This design comes from an exercise in tuning for small area on the open sky130 flow, not from production work. Where RTL was checked, it was by simulation tests only, not by an equivalence proof against the original.

zinc:
==> flow/design.v (excerpt) <==
module banco_registradores_v2 (
    input  logic        clock,
    input  logic        reset_n,
    input  logic        write_en,
    input  logic [4:0]  write_reg,
    input  logic [31:0] data,
    input  logic [4:0]  read1,
    input  logic [4:0]  read2,
    input  logic        ctrl_d2,
    input  logic        ctrl_jal,
    input  logic        read_en,
    output logic [31:0] D1,
    output logic [31:0] D2,
    output logic [31:0] SWR,
    output logic        ready
);
Size in the first run: about 3800 cells after synthesis, about 1100 flip-flops, roughly 150 I/O pins, about 0.046 sq mm of cells after synthesis.
Settings: LEC_CHECK=0, CAP_MARGIN=20, CORE_AREA=5 5 549 229, DIE_AREA=0 0 554 234, GPL_TIMING_DRIVEN=0, PLACE_DENSITY=0.72, SETUP_SLACK_MARGIN=0.4, SLEW_MARGIN=20; clock period 5.0 ns.
standard.sh (not shown) runs the stock make flow with config.mk's settings and CLKGATE_MAP_FILE= SYNTH_SCRIPT=/design/flow/synth_recipe.tcl, a recipe that flattens the netlist after the stock synthesis.
==> flow/flow/run.sh <==
#!/bin/bash
# Own layout flow: the standard layout, except that synthesis maps the logic with an
# area-oriented ABC script (&nf), ports get small buffers, every high-fanout net gets one buffer
# before repair_design, the register array is placed as a regular grid before global
# placement (flow/struct.tcl), and CTS uses mid-size clock buffers without dummy loads. Each tool's output goes to a log file in the work folder.
set -euo pipefail
W=$(pwd)
S=$FLOW_HOME/scripts

# Synthesis: ORFS's synth.tcl with only its ABC script replaced, wrapped as synth_recipe.tcl.
sed 's#^  log_cmd abc {\*}$abc_args#  log_cmd abc -script '"$W"'/flow/abc_nf.script {*}[lrange $abc_args 2 end]#' \
  "$S/synth.tcl" > "$W/synth_core.tcl"
grep -q abc_nf.script "$W/synth_core.tcl"
sed 's#source $::env(SCRIPTS_DIR)/synth.tcl#source '"$W"'/synth_core.tcl#' synth_recipe.tcl > "$W/own_synth.tcl"
grep -q synth_core.tcl "$W/own_synth.tcl"

ARGS=(
  "SYNTH_SCRIPT=$W/own_synth.tcl"
  "BUFFER_PORTS_ARGS=-buffer_cell sky130_fd_sc_hd__buf_1"
  "CTS_ARGS=-sink_clustering_enable -repair_clock_nets -dont_use_dummy_load -buf_list {sky130_fd_sc_hd__clkbuf_8} -sink_clustering_size 16 -sink_clustering_max_diameter 50"
  "PRE_RESIZE_TCL=$W/flow/fanout.tcl"
  "PRE_GLOBAL_PLACE_SKIP_IO_TCL=$W/flow/struct_pre.tcl"
  "PRE_GLOBAL_PLACE_TCL=$W/flow/struct_pre.tcl"
  "POST_GLOBAL_PLACE_TCL=$W/flow/struct_post.tcl"
  "FLOW_PITCH_SITES=35"
  "FLOW_ROWS_PER_REG=2"
)
bash standard.sh "${ARGS[@]}" synth > "$W/synth.log" 2>&1
bash standard.sh "${ARGS[@]}" finish > "$W/layout.log" 2>&1
test -f out/final.def
==> flow/flow/struct_pre.tcl <==
source [file join [file dirname [info script]] struct.tcl]
my_struct_place FIRM $::env(FLOW_PITCH_SITES) $::env(FLOW_ROWS_PER_REG)
Other scripts of this flow, unchanged in this note and not shown: flow/flow/abc_nf.script, flow/flow/fanout.tcl, flow/flow/struct.tcl, flow/flow/struct_post.tcl
Inputs modified between zinc and pepper:
Settings: SETUP_SLACK_MARGIN now 0.1, was 0.4.
==> results.txt <==
- Number of filler cells placed in the layout, zinc and pepper: higher on pepper
- Compared pepper vs zinc, and final critical-path share of the clock period is down in pepper.
- Diff zinc and pepper: routed metal-1 wire length higher in pepper
- Via count deteriorates in pepper relative to zinc.
- Looking at zinc and pepper, the flip-flop and latch area is a wash.
What garnet does differently from pepper at the input level:
Settings: swapping 0 0 554 234 for 0 0 584 234 in DIE_AREA; swapping 0.1 for 0.4 in SETUP_SLACK_MARGIN; swapping 0.72 for 0.7 in PLACE_DENSITY; swapping 5 5 549 229 for 5 5 579 229 in CORE_AREA.
diff --git a/flow/flow/run.sh b/flow/flow/run.sh
--- a/flow/flow/run.sh
+++ b/flow/flow/run.sh
@@ -23,5 +23,5 @@
   "PRE_GLOBAL_PLACE_TCL=$W/flow/struct_pre.tcl"
   "POST_GLOBAL_PLACE_TCL=$W/flow/struct_post.tcl"
-  "FLOW_PITCH_SITES=35"
+  "FLOW_PITCH_SITES=37"
   "FLOW_ROWS_PER_REG=2"
 )
==> results.txt <==
- Worst-margin pin slew in garnet is 0.048 ns lower than in pepper
- garnet vs. pepper: area added between synthesis and finish went up by 0.48 points.
- [compare] base=pepper new=garnet: global-route wire length before repair saw an increase, global routing usage on met3 saw an increase.

* * *

## trial 21
Another version of the RTL of banco_registradores_v2 (not shown whole).
For scale: about 1100 flip-flops, roughly 150 I/O pins, ~48000 um^2 of cells after synthesis.
clock: 5.0 ns
lec_check: 0
cap_margin: 20
core_margin: 2
core_utilization: 35
gpl_timing_driven: 0
place_density: 0.45
slew_margin: 20
==> flow/flow/run.sh <==
#!/bin/bash
# Own layout flow: the standard layout, except that synthesis maps the logic with an
# area-oriented ABC script (&nf), ports get small buffers and CTS uses small clock buffers
# without dummy loads. Each tool's output goes to a log file in the work folder.
set -euo pipefail
W=$(pwd)
S=$FLOW_HOME/scripts

# Synthesis: ORFS's synth.tcl with only its ABC script replaced, wrapped as synth_recipe.tcl.
sed 's#^  log_cmd abc {\*}$abc_args#  log_cmd abc -script '"$W"'/flow/abc_nf.script {*}[lrange $abc_args 2 end]#' \
  "$S/synth.tcl" > "$W/synth_core.tcl"
grep -q abc_nf.script "$W/synth_core.tcl"
sed 's#source $::env(SCRIPTS_DIR)/synth.tcl#source '"$W"'/synth_core.tcl#' synth_recipe.tcl > "$W/own_synth.tcl"
grep -q synth_core.tcl "$W/own_synth.tcl"

ARGS=(
  "SYNTH_SCRIPT=$W/own_synth.tcl"
  "BUFFER_PORTS_ARGS=-buffer_cell sky130_fd_sc_hd__buf_1"
  "CTS_ARGS=-sink_clustering_enable -repair_clock_nets -dont_use_dummy_load -buf_list sky130_fd_sc_hd__clkbuf_4 sky130_fd_sc_hd__clkbuf_8"
)
bash standard.sh "${ARGS[@]}" synth > "$W/synth.log" 2>&1
bash standard.sh "${ARGS[@]}" finish > "$W/layout.log" 2>&1
test -f out/final.def
==> flow/flow/abc_nf.script <==
strash; &get -n; &nf -R 1000; &put
Trial 21 did not finish; a tool error ended it in clock tree synthesis.
--- input diff trial 21..trial 6 ---
--- a/flow/config.mk
+++ b/flow/config.mk
@@ -8,0 +9 @@
+export CELL_PAD_IN_SITES_GLOBAL_PLACEMENT = 1
@@ -10 +11 @@
-export CORE_UTILIZATION = 35
+export CORE_UTILIZATION = 45
@@ -12 +13 @@
-export PLACE_DENSITY = 0.45
+export PLACE_DENSITY = 0.55
[summary]
Run status, trial 6: aborted in clock tree synthesis, error STA-0564. Final weighted congestion in routability-driven placement (lower): trial 21. Between trial 6 and trial 21, the area after synthesis does not differ in any meaningful way. Reported for trial 6 and trial 21, register bit count reported by yosys turned out identical to the last digit. | number of core rows | trial 6 vs trial 21 | 16 lower |. Cell count after placement is higher on trial 21. Re instance count of the mapped netlist: no difference whatsoever between trial 6 and trial 21.
No functional check of the RTL was part of any run of this note.

-- port drivers added, routing unchanged --
The results above use ideal ports. As a check the final layouts listed here were re-extracted and re-timed, cells and wires unchanged. Step 1, drivers: a clkbuf_16 drives clock and a buf_2 each remaining input, both assumed. Step 2 also shifts input and output timing later by t, the mid clock arrival at the registers, as if the neighbouring blocks saw the same clock. Three values: ideal, step 1, step 2; two values: the first two.
run | shift t [ns] | setup slack, ns | worst register clock-pin slew, ns
zinc | 0.799 | 0.988 / 0.988 / 0.320 | 0.12 / 0.12
pepper | 0.818 | 1.002 / 1.002 / 0.299 | 0.12 / 0.12
garnet | 0.873 | 0.882 / 0.882 / 0.210 | 0.12 / 0.12
After both steps every run listed still meets setup and hold. The setup slack of pepper, which loses most, moves by 0.000 ns with the drivers and by -0.703 ns with both steps.
